Context: an optimization exercise on an open-source flow, tuned for small area and a short achievable clock period. The choices shown serve that exercise and are no tape-out recipe. Function was checked by simulation only, so behaviour that the tests miss may differ from the original. No activity file was given, so power comes from the tool's default toggle rates.

==> flow/design.v <==
package exe_pkg;
  localparam int xlen = 64;
endpackage
`timescale 1ns/1ns
module exe_add #(
  parameter int W    = 64,
  parameter int KIND = 0,
  parameter int LOGW = 6
) (
  input  logic [W-1:0] a,
  input  logic [W-1:0] b,
  input  logic         cin,
  output logic [W-1:0] sum,
  output logic         cout,
  output logic [W-1:0] p,
  output logic [W-1:0] g
);
  logic [W-1:0] gg, pp, t;
  always_comb begin
    p  = a ^ b;
    g  = a & b;
    gg = g;
    pp = p;
    gg[0] = g[0] | (p[0] & cin);
    if (KIND == 0) begin
      for (int l = 0; (1 << l) < W; l++)
        for (int i = (2 << l) - 1; i < W; i += (2 << l)) begin
          gg[i] = gg[i] | (pp[i] & gg[i - (1 << l)]);
          pp[i] = pp[i] & pp[i - (1 << l)];
        end
      for (int l = LOGW - 2; l >= 0; l--)
        for (int i = 3 * (1 << l) - 1; i < W; i += (2 << l)) begin
          gg[i] = gg[i] | (pp[i] & gg[i - (1 << l)]);
          pp[i] = pp[i] & pp[i - (1 << l)];
        end
    end else if (KIND == 1) begin
      for (int l = 0; (1 << l) < W; l++)
        for (int i = 0; i < W; i++)
          if ((i >> l) & 1) begin
            gg[i] = gg[i] | (pp[i] & gg[((i >> l) << l) - 1]);
            pp[i] = pp[i] & pp[((i >> l) << l) - 1];
          end
    end else begin
      for (int l = 0; (1 << l) < W; l++) begin
        t = gg;
        for (int i = W - 1; i >= (1 << l); i--) begin
          gg[i] = gg[i] | (pp[i] & t[i - (1 << l)]);
          pp[i] = pp[i] & pp[i - (1 << l)];
        end
      end
    end
    sum  = p ^ {gg[W-2:0], cin};
    cout = gg[W-1];
  end
endmodule
`timescale 1ns/1ns
module exe_top (
  input  logic        clk,
  input  logic        arst_n,
  input  logic        insn_valid,
  input  logic [63:0] insn_pc,
  input  logic [31:0] insn_word,
  input  logic [63:0] insn_imm,
  input  logic [63:0] insn_src1,
  input  logic [63:0] insn_src2,
  input  logic [4:0]  insn_rd,
  output logic        wb_valid,
  output logic [4:0]  wb_rd,
  output logic [63:0] wb_data,
  output logic        wb_long,
  output logic        redirect_valid,
  output logic [63:0] redirect_target,
  output logic        mem_valid,
  output logic [63:0] mem_addr,
  output logic [63:0] mem_data,
  output logic [3:0]  mem_op,
  output logic [4:0]  mem_rd
);
  localparam int AKIND = 1;
  logic [63:0] expect_pc;
  logic [63:0] res_q;
  logic [63:0] data_q;
  logic [4:0]  rd_q;
  logic [3:0]  op_q;
  logic [6:0] opc;
  logic [2:0] f3;
  logic [6:0] f7;
  assign opc = insn_word[6:0];
  assign f3  = insn_word[14:12];
  assign f7  = insn_word[31:25];
  logic q11, f7z, f7a, f6z, f6a;
  assign q11 = opc[1:0] == 2'b11;
  assign f7z = f7 == 7'b0000000;
  assign f7a = f7 == 7'b0100000;
  assign f6z = f7[6:1] == 6'b000000;
  assign f6a = f7[6:1] == 6'b010000;
  logic c_op, c_opimm, c_op32, c_opimm32, c_auipc, c_branch, c_jal, c_jalr, c_load, c_store;
  assign c_op      = q11 && opc[6:2] == 5'b01100;
  assign c_opimm   = q11 && opc[6:2] == 5'b00100;
  assign c_op32    = q11 && opc[6:2] == 5'b01110;
  assign c_opimm32 = q11 && opc[6:2] == 5'b00110;
  assign c_auipc   = q11 && opc[6:2] == 5'b00101;
  assign c_branch  = q11 && opc[6:2] == 5'b11000;
  assign c_jalr    = q11 && opc[6:2] == 5'b11001;
  assign c_jal     = q11 && opc[6:2] == 5'b11011;
  assign c_load    = q11 && opc[6:2] == 5'b00000;
  assign c_store   = q11 && opc[6:2] == 5'b01000;
  logic ok_op, ok_opimm, ok_op32, ok_opimm32;
  assign ok_op      = f7z || (f7a && (f3 == 3'd0 || f3 == 3'd5));
  assign ok_opimm   = (f3 == 3'd1) ? f6z : (f3 == 3'd5) ? (f6z || f6a) : 1'b1;
  assign ok_op32    = (f7z && (f3 == 3'd0 || f3 == 3'd1 || f3 == 3'd5)) ||
                      (f7a && (f3 == 3'd0 || f3 == 3'd5));
  assign ok_opimm32 = (f3 == 3'd0) || (f3 == 3'd1 && f7z) || (f3 == 3'd5 && (f7z || f7a));
  logic is_wb, is_mem, is_br, is_jmp;
  assign is_wb  = (c_op && ok_op) || (c_opimm && ok_opimm) || (c_op32 && ok_op32) ||
                  (c_opimm32 && ok_opimm32) || c_auipc || c_jal || (c_jalr && f3 == 3'd0);
  assign is_mem = (c_load && f3 != 3'd7) || (c_store && !f3[2]);
  assign is_br  = c_branch && (f3[2] || !f3[1]);
  assign is_jmp = c_jal || (c_jalr && f3 == 3'd0);
  logic use_src2, word, sub, left, arith;
  assign use_src2 = (!opc[6] && opc[5] && opc[4]) || (opc[6] && !opc[2]);
  assign word     = opc[3] && !opc[6];
  assign sub      = (opc[6] && !opc[2]) ||
                    (opc[4] && (f3 == 3'd2 || f3 == 3'd3 || (f3 == 3'd0 && opc[5] && insn_word[30])));
  assign left     = !f3[2];
  assign arith    = insn_word[30];
  logic [63:0] a, b, bx, sum, ap, ag;
  logic        cout;
  assign a  = insn_src1;
  assign b  = use_src2 ? insn_src2 : insn_imm;
  assign bx = b ^ {64{sub}};
  exe_add #(.W(64), .KIND(AKIND)) add_a (.a(a), .b(bx), .cin(sub), .sum(sum), .cout(cout), .p(ap), .g(ag));
  logic ltu, lts, eq, cond;
  assign ltu  = !cout;
  assign lts  = (a[63] ^ b[63]) ? a[63] : ltu;
  assign eq   = &ap;
  assign cond = f3[2] ? ((f3[1] ? ltu : lts) ^ f3[0]) : (eq ^ f3[0]);
  logic [63:0] a_prep, sh_in, sh_out;
  logic [5:0]  amt;
  logic        fill;
  assign a_prep = word ? {{32{arith && a[31]}}, a[31:0]} : a;
  always_comb for (int i = 0; i < 64; i++) sh_in[i] = left ? a_prep[63-i] : a_prep[i];
  assign fill = arith && !left && a_prep[63];
  assign amt  = {b[5] && !word, b[4:0]};
  always_comb begin
    logic [63:0] t;
    t = sh_in;
    for (int k = 0; k < 6; k++)
      for (int i = 0; i < 64; i++)
        if (amt[k]) t[i] = (i + (1 << k) < 64) ? t[i + (1 << k)] : fill;
    sh_out = t;
  end
  logic [63:0] link, tgt_pc;
  logic [15:0] grp_all, grp_cin;
  always_comb begin
    for (int j = 0; j < 16; j++) begin
      grp_all[j] = 1'b1;
      for (int k = 0; k < 4; k++)
        if (4*j + k >= 2) grp_all[j] = grp_all[j] & expect_pc[4*j + k];
    end
    grp_cin[0] = 1'b1;
    for (int j = 1; j < 16; j++) grp_cin[j] = grp_cin[j-1] & grp_all[j-1];
    link[1:0] = expect_pc[1:0];
    for (int j = 0; j < 16; j++) begin
      logic c;
      c = grp_cin[j];
      for (int k = 0; k < 4; k++)
        if (4*j + k >= 2) begin
          link[4*j + k] = expect_pc[4*j + k] ^ c;
          c = c & expect_pc[4*j + k];
        end
    end
  end
  exe_add #(.W(64), .KIND(AKIND)) add_b (.a(expect_pc), .b(insn_imm), .cin(1'b0), .sum(tgt_pc), .cout(), .p(), .g());
  logic s_tgt, s_link, s_sum, s_sll, s_slt, s_srl, s_px, s_ga;
  assign s_tgt  = opc[2] && !opc[6];
  assign s_link = opc[2] && opc[6];
  assign s_sum  = !opc[2] && (!opc[4] || f3 == 3'd0);
  assign s_sll  = !opc[2] && opc[4] && f3 == 3'd1;
  assign s_slt  = !opc[2] && opc[4] && f3[2:1] == 2'b01;
  assign s_srl  = !opc[2] && opc[4] && f3 == 3'd5;
  assign s_px   = !opc[2] && opc[4] && (f3 == 3'd4 || f3 == 3'd6);
  assign s_ga   = !opc[2] && opc[4] && f3[2:1] == 2'b11;
  logic [63:0] r;
  always_comb begin
    for (int i = 0; i < 64; i++)
      r[i] = (s_tgt && tgt_pc[i]) || (s_link && link[i]) || (s_sum && sum[i]) ||
             (s_sll && sh_out[63-i]) || (s_srl && sh_out[i]) ||
             (s_px && ap[i]) || (s_ga && ag[i]);
    r[0] = r[0] || (s_slt && (f3[0] ? ltu : lts));
  end
  logic accept, take;
  assign accept = insn_valid && insn_pc == expect_pc;
  assign take   = is_jmp || (is_br && cond);
  logic n_hold, n_link, n_jalr, n_tgt;
  logic [63:0] nxt_pc;
  assign n_hold = !accept;
  assign n_link = accept && !take;
  assign n_jalr = accept && take && opc[2] && !opc[3];
  assign n_tgt  = accept && take && !(opc[2] && !opc[3]);
  always_comb begin
    for (int i = 0; i < 64; i++)
      nxt_pc[i] = (n_hold && expect_pc[i]) || (n_link && link[i]) ||
                  (n_jalr && sum[i] && i != 0) || (n_tgt && tgt_pc[i]);
  end
  always_ff @(posedge clk or negedge arst_n) begin
    if (!arst_n) begin
      expect_pc      <= 64'd0;
      wb_valid       <= 1'b0;
      redirect_valid <= 1'b0;
      mem_valid      <= 1'b0;
    end else begin
      wb_valid       <= accept && is_wb;
      redirect_valid <= accept && take;
      mem_valid      <= accept && is_mem;
      expect_pc      <= nxt_pc;
    end
  end
  always_ff @(posedge clk) begin
    res_q  <= word ? {{32{r[31]}}, r[31:0]} : r;
    data_q <= opc[5] ? insn_src2 : 64'd0;
    rd_q   <= (opc[5] && !opc[4] && !opc[6]) ? 5'd0 : insn_rd;
    op_q   <= {(!opc[6] && !opc[4] && !opc[2]) ? opc[5] : !word, f3};
  end
  assign wb_rd           = rd_q;
  assign wb_data         = res_q;
  assign wb_long         = op_q[3];
  assign redirect_target = expect_pc;
  assign mem_addr        = res_q;
  assign mem_data        = data_q;
  assign mem_op          = op_q;
  assign mem_rd          = rd_q;
endmodule
export LEC_CHECK = 0
export ABC_AREA = 1
export CAP_MARGIN = 20
export CORE_MARGIN = 2
export CORE_UTILIZATION = 35
export SETUP_SLACK_MARGIN = 5
export SLEW_MARGIN = 20
create_clock -name core_clock -period 10.0 [get_ports {clk}]
standard.sh (not shown) runs the stock make flow with config.mk's settings and CLKGATE_MAP_FILE= SYNTH_SCRIPT=/design/flow/synth_recipe.tcl, a recipe that flattens the netlist after the stock synthesis.
==> flow/flow/run.sh <==
#!/bin/bash
# Standard layout (the standard.sh) with two changes:
#  - ADDER_MAP_FILE empty: Yosys does not pre-map full/half adders, so ABC
#    sees and times the whole datapath (registers are untouched)
#  - port buffers use the smallest buffer; repair_design/repair_timing size them
set -euo pipefail
bash standard.sh ADDER_MAP_FILE= 'BUFFER_PORTS_ARGS=-buffer_cell sky130_fd_sc_hd__buf_1' finish > standard.log 2>&1
Change:
--- a/flow/design.v
+++ b/flow/design.v
@@ -77,5 +77,5 @@
   output logic [4:0]  mem_rd
 );
-  localparam int AKIND = 1;
+  localparam int AKIND = 0;
   logic [63:0] expect_pc;
   logic [63:0] res_q;
@@ -118,26 +118,29 @@
   assign is_br  = c_branch && (f3[2] || !f3[1]);
   assign is_jmp = c_jal || (c_jalr && f3 == 3'd0);
-  logic use_src2, word, sub, left, arith;
-  assign use_src2 = (!opc[6] && opc[5] && opc[4]) || (opc[6] && !opc[2]);
+  logic use_src2, use_pc, word, sub, left, arith;
+  assign use_src2 = opc[5] && opc[4];
+  assign use_pc   = (opc[6] ^ opc[2]) || (opc[6] && opc[3]);
   assign word     = opc[3] && !opc[6];
-  assign sub      = (opc[6] && !opc[2]) ||
-                    (opc[4] && (f3 == 3'd2 || f3 == 3'd3 || (f3 == 3'd0 && opc[5] && insn_word[30])));
+  assign sub      = opc[5] && opc[4] && insn_word[30];
   assign left     = !f3[2];
   assign arith    = insn_word[30];
   logic [63:0] a, b, bx, sum, ap, ag;
-  logic        cout;
-  assign a  = insn_src1;
+  logic        cout_unused;
+  assign a  = use_pc ? expect_pc : insn_src1;
   assign b  = use_src2 ? insn_src2 : insn_imm;
   assign bx = b ^ {64{sub}};
-  exe_add #(.W(64), .KIND(AKIND)) add_a (.a(a), .b(bx), .cin(sub), .sum(sum), .cout(cout), .p(ap), .g(ag));
-  logic ltu, lts, eq, cond;
-  assign ltu  = !cout;
-  assign lts  = (a[63] ^ b[63]) ? a[63] : ltu;
-  assign eq   = &ap;
+  exe_add #(.W(64), .KIND(AKIND)) add_a (.a(a), .b(bx), .cin(sub), .sum(sum), .cout(cout_unused), .p(ap), .g(ag));
+  logic [63:0] cb;
+  logic geu_c, ltu, lts, eq, cond;
+  assign cb   = opc[5] ? insn_src2 : insn_imm;
+  exe_add #(.W(64), .KIND(AKIND)) cmp_b (.a(insn_src1), .b(~cb), .cin(1'b1), .sum(), .cout(geu_c), .p(), .g());
+  assign ltu  = !geu_c;
+  assign lts  = (insn_src1[63] ^ cb[63]) ? insn_src1[63] : ltu;
+  assign eq   = insn_src1 == cb;
   assign cond = f3[2] ? ((f3[1] ? ltu : lts) ^ f3[0]) : (eq ^ f3[0]);
   logic [63:0] a_prep, sh_in, sh_out;
   logic [5:0]  amt;
   logic        fill;
-  assign a_prep = word ? {{32{arith && a[31]}}, a[31:0]} : a;
+  assign a_prep = word ? {{32{arith && insn_src1[31]}}, insn_src1[31:0]} : insn_src1;
   always_comb for (int i = 0; i < 64; i++) sh_in[i] = left ? a_prep[63-i] : a_prep[i];
   assign fill = arith && !left && a_prep[63];
@@ -151,5 +154,5 @@
     sh_out = t;
   end
-  logic [63:0] link, tgt_pc;
+  logic [63:0] link;
   logic [15:0] grp_all, grp_cin;
   always_comb begin
@@ -172,9 +175,7 @@
     end
   end
-  exe_add #(.W(64), .KIND(AKIND)) add_b (.a(expect_pc), .b(insn_imm), .cin(1'b0), .sum(tgt_pc), .cout(), .p(), .g());
-  logic s_tgt, s_link, s_sum, s_sll, s_slt, s_srl, s_px, s_ga;
-  assign s_tgt  = opc[2] && !opc[6];
+  logic s_link, s_sum, s_sll, s_slt, s_srl, s_px, s_ga;
   assign s_link = opc[2] && opc[6];
-  assign s_sum  = !opc[2] && (!opc[4] || f3 == 3'd0);
+  assign s_sum  = (opc[2] && !opc[6]) || (!opc[2] && (!opc[4] || f3 == 3'd0));
   assign s_sll  = !opc[2] && opc[4] && f3 == 3'd1;
   assign s_slt  = !opc[2] && opc[4] && f3[2:1] == 2'b01;
@@ -185,5 +186,5 @@
   always_comb begin
     for (int i = 0; i < 64; i++)
-      r[i] = (s_tgt && tgt_pc[i]) || (s_link && link[i]) || (s_sum && sum[i]) ||
+      r[i] = (s_link && link[i]) || (s_sum && sum[i]) ||
              (s_sll && sh_out[63-i]) || (s_srl && sh_out[i]) ||
              (s_px && ap[i]) || (s_ga && ag[i]);
@@ -193,14 +194,14 @@
   assign accept = insn_valid && insn_pc == expect_pc;
   assign take   = is_jmp || (is_br && cond);
-  logic n_hold, n_link, n_jalr, n_tgt;
+  logic n_hold, n_link, n_tgt, jalr_sel;
   logic [63:0] nxt_pc;
-  assign n_hold = !accept;
-  assign n_link = accept && !take;
-  assign n_jalr = accept && take && opc[2] && !opc[3];
-  assign n_tgt  = accept && take && !(opc[2] && !opc[3]);
+  assign n_hold   = !accept;
+  assign n_link   = accept && !take;
+  assign n_tgt    = accept && take;
+  assign jalr_sel = opc[2] && !opc[3];
   always_comb begin
     for (int i = 0; i < 64; i++)
-      nxt_pc[i] = (n_hold && expect_pc[i]) || (n_link && link[i]) ||
-                  (n_jalr && sum[i] && i != 0) || (n_tgt && tgt_pc[i]);
+      nxt_pc[i] = (n_hold && expect_pc[i]) || (n_link && link[i]) || (n_tgt && sum[i]);
+    nxt_pc[0] = (n_hold && expect_pc[0]) || (n_link && link[0]) || (n_tgt && sum[0] && !jalr_sel);
   end
   always_ff @(posedge clk or negedge arst_n) begin
The changed run finished with timing, DRC and antenna clean.
Wire length came out lower by 16%.
Area after synthesis shrinks by 13%.
Clock skew goes down by 5.9 ps.
Worst hold slack is worse by 74 ps.
Final cell count came out lower by 15%.
Clock-buffer cell count came out lower by 7.
Cell area shrinks by 19%.
Die area came out lower by 13%.
Core utilization drops by 3.0 points.
Worst setup slack improves by 150 ps.
Total power went down by 13%.

[afterwards: timing with drivers on the ports]
The flow's constraints put no driver on any port. The routed layouts listed below were extracted and timed again, unchanged, in two steps.
Step 1 sets driving cells, clkbuf_16 on the clock port and buf_2 on the other inputs (assumed; they add their load-dependent delay and slew).
Step 2 times the ports against the registers' clock, not the clock port: input delays grow and output delays shrink by t, the midpoint of the rising clock arrivals with the driver on.
a / b / c = no drivers / after step 1 / after step 2; a / b = the first two.
run	t, ns	slack for setup (ns)	worst setup path at the end	worst register clock-pin slew, ns
the first run	0.663	4.752 / 4.721 / 4.058	input to register	0.07 / 0.07
the second run	0.639	4.905 / 4.898 / 4.258	input to register	0.07 / 0.07
After both steps every run listed still meets setup and hold. The setup slack of the first run, which loses most, moves by -0.031 ns with the drivers and by -0.694 ns with both steps.
